Source: an optimization exercise on an open RTL-to-GDS flow (aim: small area, a short achievable clock period and few clock cycles per item). Production flows keep margins and buffers that such runs may drop.
In this exercise RTL edits were held to simulation tests only and were not proved equivalent to the original.

==> 02-06: inputs <==
Design ordered_record_table, start of the top module:
module ordered_record_table
#(
  parameter int TABLE_DEPTH = 32
) (
  input  logic         clk,
  input  logic         rst_n,
  input  logic         in_tvalid,
  output logic         in_tready,
  input  logic [119:0] in_tdata,    
  input  logic [2:0]   in_tuser,    
  output logic         out_tvalid,
  input  logic         out_tready,
  output logic [119:0] out_tdata,   
  output logic [2:0]   out_tuser,   
  output logic         out_tlast
);
  localparam int D   = TABLE_DEPTH;
  localparam int AW  = $clog2(TABLE_DEPTH);
  localparam int CW  = $clog2(TABLE_DEPTH + 1);
  localparam int KW  = ort_pkg::KEY_W;
  localparam int RW  = ort_pkg::REC_W;
  localparam int TP  = ort_pkg::TP_LO;
  logic                  cmd_v;
  logic                  a_ins, a_srch, a_upd, a_del, a_list;
  logic [RW-1:0]         cmd_rec;
  logic                  key0_r;
  logic [D-1:0]          hit_r, ge_r, above_r;
  logic [CW-1:0]         used_r;
  logic [AW-1:0]         rank_r [0:D-1];
  logic [D-1:0]          valid_r;
  logic [AW-1:0]         lst_r;
  logic [D-1:0]          ins_slot_r;    
  logic [D-1:0]          lst_slot_r;    
  logic                  empty_r;       
  logic                  list_last_r;   
  logic                  in_tready_r;
  logic                  out_v, skid_v;
  logic [RW-1:0]         out_rec;
  logic [D-1:0]          skid_sel;
  logic [2:0]            out_st, skid_st;
  logic                  out_last, skid_last;
  logic                  cmd_v_n, skid_v_n, a_list_n;
  logic [CW-1:0]         used_n;
  logic [AW-1:0]         rank_n [0:D-1];
  logic [D-1:0]          valid_n;
  logic [AW-1:0]         lst_n;
  logic [D-1:0]          eq_n, gt_n, eq_b, gt_b, hit_n, rd_sel, new_sel;
  logic                  byp_eq, byp_gt;
  logic [D-1:0]          we_all, we_tp;
  logic [D*KW-1:0]       keys;
  logic [RW-1:0]         rd_data;
  logic [KW-1:0]         cmd_key;
  logic                  a_sud;
  logic                  accept, exec, found, in_order, ins_ok, cmd_ok, do_ins, do_del;
  logic                  beat, cmd_done, out_load;
  logic [RW-1:0]         out_d;
  logic                  cmd_all, cmd_tpf;
  logic [2:0]            new_st;
  logic                  new_last;
  assign cmd_key = cmd_rec[KW-1:0];
  assign a_sud   = a_srch || a_upd || a_del;
  ...
Settings: LEC_CHECK=0, CAP_MARGIN=20, CORE_MARGIN=2, CORE_UTILIZATION=55, CTS_BUF_LIST=sky130_fd_sc_hd__clkbuf_8, SETUP_SLACK_MARGIN=3.6, SLEW_MARGIN=20; clock period 7.0 ns.
run.sh (not shown) runs the stock make flow with config.mk's settings and CLKGATE_MAP_FILE= SYNTH_SCRIPT=/design/flow/synth_recipe.tcl, a recipe that flattens the netlist after the stock synthesis.
==> inputs of 11-28, as changes to 02-06 <==
--- a/flow/design.v
+++ b/flow/design.v
@@ -84,17 +84,17 @@
 );
   localparam int D   = TABLE_DEPTH;
   localparam int AW  = $clog2(TABLE_DEPTH);
   localparam int CW  = $clog2(TABLE_DEPTH + 1);
   localparam int KW  = ort_pkg::KEY_W;
   localparam int RW  = ort_pkg::REC_W;
   localparam int TP  = ort_pkg::TP_LO;
   logic                  cmd_v;
-  logic                  a_ins, a_srch, a_upd, a_del, a_list;
+  logic                  a_ins, a_upd, a_del, a_list, a_sud;
   logic [RW-1:0]         cmd_rec;
   logic                  key0_r;
   logic [D-1:0]          hit_r, ge_r, above_r;
   logic [CW-1:0]         used_r;
   logic [AW-1:0]         rank_r [0:D-1];
   logic [D-1:0]          valid_r;
   logic [AW-1:0]         lst_r;
   logic [D-1:0]          ins_slot_r;    
@@ -103,35 +103,36 @@
   logic                  list_last_r;   
   logic                  in_tready_r;
   logic                  out_v, skid_v;
   logic [RW-1:0]         out_rec;
   logic [D-1:0]          skid_sel;
   logic [2:0]            out_st, skid_st;
   logic                  out_last, skid_last;
   logic                  cmd_v_n, skid_v_n, a_list_n;
+  logic                  step, empty_n, list_last_n, sel_sud, sel_lst;
+  logic [D-1:0]          ins_slot_n, lst_slot_n;
+  logic [D-1:0]          r_eq_up1, r_eq_um1, r_eq_0, r_eq_lp1;
   logic [CW-1:0]         used_n;
   logic [AW-1:0]         rank_n [0:D-1];
   logic [D-1:0]          valid_n;
   logic [AW-1:0]         lst_n;
   logic [D-1:0]          eq_n, gt_n, eq_b, gt_b, hit_n, rd_sel, new_sel;
   logic                  byp_eq, byp_gt;
   logic [D-1:0]          we_all, we_tp;
   logic [D*KW-1:0]       keys;
   logic [RW-1:0]         rd_data;
   logic [KW-1:0]         cmd_key;
-  logic                  a_sud;
   logic                  accept, exec, found, in_order, ins_ok, cmd_ok, do_ins, do_del;
   logic                  beat, cmd_done, out_load;
   logic [RW-1:0]         out_d;
   logic                  cmd_all, cmd_tpf;
   logic [2:0]            new_st;
   logic                  new_last;
   assign cmd_key = cmd_rec[KW-1:0];
-  assign a_sud   = a_srch || a_upd || a_del;
   assign accept    = in_tvalid && in_tready_r;
   assign exec      = cmd_v && !skid_v;
   assign beat      = exec && (a_ins || a_sud || a_list);
   assign cmd_done  = exec && (!a_list || list_last_r);
   assign out_load  = !out_v || out_tready;
   assign in_tready = in_tready_r;
   ort_cmp #(.DEPTH(D)) u_cmp (
     .key       (in_tdata[KW-1:0]),
@@ -145,18 +146,19 @@
   assign gt_b   = we_all & {D{byp_gt}} | ~we_all & gt_n;
   assign hit_n    = valid_n & eq_b;
   assign found    = |hit_r;
   assign in_order = !(|ge_r);
   assign ins_ok   = !key0_r && !used_r[CW-1] && in_order;
   assign cmd_ok   = a_ins ? ins_ok : found;
   assign do_ins   = exec && a_ins && ins_ok;
   assign do_del   = exec && a_del && found;
-  assign rd_sel = skid_v ? skid_sel :
-                  (a_sud ? hit_r : '0) | ((a_list && !empty_r) ? lst_slot_r : '0);
+  assign sel_sud = a_sud && !skid_v;
+  assign sel_lst = a_list && !empty_r && !skid_v;
+  assign rd_sel  = (skid_v ? skid_sel : '0) | (sel_sud ? hit_r : '0) | (sel_lst ? lst_slot_r : '0);
   assign new_sel = a_ins ? we_all :
                    a_list ? (empty_r ? '0 : lst_slot_r) : hit_r;
   always_comb begin
     for (int i = 0; i < D; i++) begin
       we_all[i] = do_ins && ins_slot_r[i];
       we_tp[i]  = we_all[i] || (exec && a_upd && hit_r[i]);
     end
   end
@@ -215,16 +217,50 @@
       cmd_v_n  = 1'b1;
       a_list_n = (in_tuser == ort_pkg::ACT_LIST);
     end else begin
       cmd_v_n  = cmd_v && !cmd_done;
       a_list_n = a_list;
     end
     skid_v_n = !out_load && (skid_v || beat);
   end
+  assign step = exec && a_list;
+  always_comb begin
+    for (int i = 0; i < D; i++) begin
+      r_eq_up1[i] = (rank_r[i] == used_r[AW-1:0] + AW'(1));
+      r_eq_um1[i] = (rank_r[i] == used_r[AW-1:0] - AW'(1));
+      r_eq_0[i]   = (rank_r[i] == '0);
+      r_eq_lp1[i] = (rank_r[i] == lst_r + AW'(1));
+    end
+    if (do_ins) begin
+      ins_slot_n  = r_eq_up1;
+      lst_slot_n  = lst_slot_r;
+      empty_n     = 1'b0;
+      list_last_n = (CW'(lst_r) == used_r);
+    end else if (do_del) begin
+      for (int i = 0; i < D; i++) begin
+        ins_slot_n[i] = hit_r[i] ? used_r[CW-1] : (above_r[i] ? ins_slot_r[i] : r_eq_um1[i]);
+        lst_slot_n[i] = hit_r[i] ? (lst_r == AW'(D - 1)) :
+                        (above_r[i] ? r_eq_lp1[i] : lst_slot_r[i]);
+      end
+      empty_n     = (used_r == CW'(1));
+      list_last_n = (used_r == CW'(1)) || (CW'(lst_r) == used_r - CW'(2));
+    end else if (step) begin
+      ins_slot_n  = ins_slot_r;
+      lst_slot_n  = list_last_r ? r_eq_0 : r_eq_lp1;
+      empty_n     = empty_r;
+      list_last_n = empty_r || (list_last_r ? (used_r == CW'(1)) :
+                                              (CW'(lst_r) + CW'(2) == used_r));
+    end else begin
+      ins_slot_n  = ins_slot_r;
+      lst_slot_n  = lst_slot_r;
+      empty_n     = empty_r;
+      list_last_n = list_last_r;
+    end
+  end
   always_ff @(posedge clk) begin
     if (!rst_n) begin
       cmd_v       <= 1'b0;
       used_r      <= '0;
       lst_r       <= '0;
       valid_r     <= '0;
       empty_r     <= 1'b1;
       list_last_r <= 1'b1;
@@ -234,33 +270,33 @@
         ins_slot_r[i] <= (i == 0);
         lst_slot_r[i] <= (i == 0);
       end
     end else begin
       cmd_v       <= cmd_v_n;
       used_r      <= used_n;
       lst_r       <= lst_n;
       valid_r     <= valid_n;
-      empty_r     <= (used_n == '0);
-      list_last_r <= (used_n == '0) || (CW'(lst_n) == used_n - CW'(1));
-      in_tready_r <= !cmd_v_n || (!skid_v_n && (!a_list_n ||
-                     (used_n == '0) || (CW'(lst_n) == used_n - CW'(1))));
+      empty_r     <= empty_n;
+      list_last_r <= list_last_n;
+      in_tready_r <= !cmd_v_n || (!skid_v_n && (!a_list_n || list_last_n));
+      ins_slot_r  <= ins_slot_n;
+      lst_slot_r  <= lst_slot_n;
       for (int i = 0; i < D; i++) begin
-        rank_r[i]     <= rank_n[i];
-        ins_slot_r[i] <= (rank_n[i] == used_n[AW-1:0]);
-        lst_slot_r[i] <= (rank_n[i] == lst_n);
+        rank_r[i] <= rank_n[i];
       end
     end
   end
   always_ff @(posedge clk) begin
     if (accept) begin
       a_ins   <= (in_tuser == ort_pkg::ACT_INSERT);
-      a_srch  <= (in_tuser == ort_pkg::ACT_SEARCH);
       a_upd   <= (in_tuser == ort_pkg::ACT_UPDATE);
       a_del   <= (in_tuser == ort_pkg::ACT_DELETE);
+      a_sud   <= (in_tuser == ort_pkg::ACT_SEARCH) || (in_tuser == ort_pkg::ACT_UPDATE) ||
+                 (in_tuser == ort_pkg::ACT_DELETE);
       a_list  <= (in_tuser == ort_pkg::ACT_LIST);
       cmd_rec <= in_tdata;
       key0_r  <= (in_tdata[KW-1:0] == '0);
       hit_r   <= hit_n;
       ge_r    <= valid_n & (gt_b | eq_b);
       above_r <= ~valid_n | gt_b;
     end
   end
==> flow/config.mk (replaced) <==
export PLATFORM = sky130hd
export DESIGN_NAME = ordered_record_table
export DESIGN_NICKNAME = ordered_record_table
export VERILOG_FILES = /design/flow/design.v
export SDC_FILE = /design/flow/constraint.sdc
export NUM_CORES = 4
export LEC_CHECK = 0
export CAP_MARGIN = 20
export CORE_MARGIN = 2
export CORE_UTILIZATION = 55
export CTS_BUF_LIST = sky130_fd_sc_hd__clkbuf_16
export CTS_CLUSTER_DIAMETER = 80
export CTS_CLUSTER_SIZE = 24
export SETUP_SLACK_MARGIN = 3.6
export SLEW_MARGIN = 20
==> run notes <==
item                                                                   11-28        02-06
Result of the run                           no timing/DRC/antenna violations  no timing/DRC/antenna violations
Dpl hpwl                                                           411000 um    399000 um
Final #Nets                                                            13100        13400
Detailed Route Iter0 Violations                                        24200        25000
Slowest cell delay on critical path                                  0.95 ns      0.48 ns
WP data required                                                     5.60 ns      8.02 ns
Share of the cycle needed by the critical path after routing           0.519        0.525
Number of buffers added by the clock tree synthesis step                 228          718
Critical path buffer and inverter count                                    1            4
Worst min-delay path class                                           reg2reg       in2reg
Met3 usage in global routing                                           0.107        0.119
Register-to-Register Path Depth                                           10           12
Shortest clock period the worst path allows after layout             3.63 ns      3.68 ns
Tap cell count                                                          4366         4325
Floorplan die area                                                337000 um2   329000 um2
Routed wire length on met2                                         335000 um    328000 um
Share of final layout cell area taken by non-clock buffers            0.0516       0.0636
Die Y-Extent                                                          581 um       574 um
Largest fanout of any net on the critical path                             1           43
Number of fillers in the final layout                                  24200        23000
Worst hold path startpoint                                    lst_slot_r[22]  in_tdata[1]
Seq. cell area                                                    132000 um2   132000 um2
Endpoint class of the critical path                              output port         flop
Testbench counts of 02-06, summed over its fixed seeds: cycles 16,253, items 6,400.
Testbench counts of 11-28, summed over its fixed seeds: cycles 16,253, items 6,400.

static timing again, ports no longer ideal:
The results above use ideal ports. As a check the final layouts listed here were re-extracted and re-timed, cells and wires unchanged. Step 1 sets driving cells, clkbuf_16 on the clock port and buf_2 on the other inputs (assumed; they add their load-dependent delay and slew). Step 2 times the ports against the registers' clock, not the clock port: input delays grow and output delays shrink by t, the midpoint of the rising clock arrivals with the driver on. a / b / c = ideal ports / drivers / drivers and shift; a / b = the first two.
run	shift t [ns]	setup WS [ns]	worst register clock-pin slew, ns
02-06	1.366	3.323 / 3.323 / 2.280	0.07 / 0.07
11-28	1.123	3.368 / 3.247 / 2.528	0.11 / 0.11
After both steps setup and hold are still met in every run listed. The setup slack of 02-06, which loses most, moves by 0.000 ns with the drivers and by -1.043 ns with both steps.
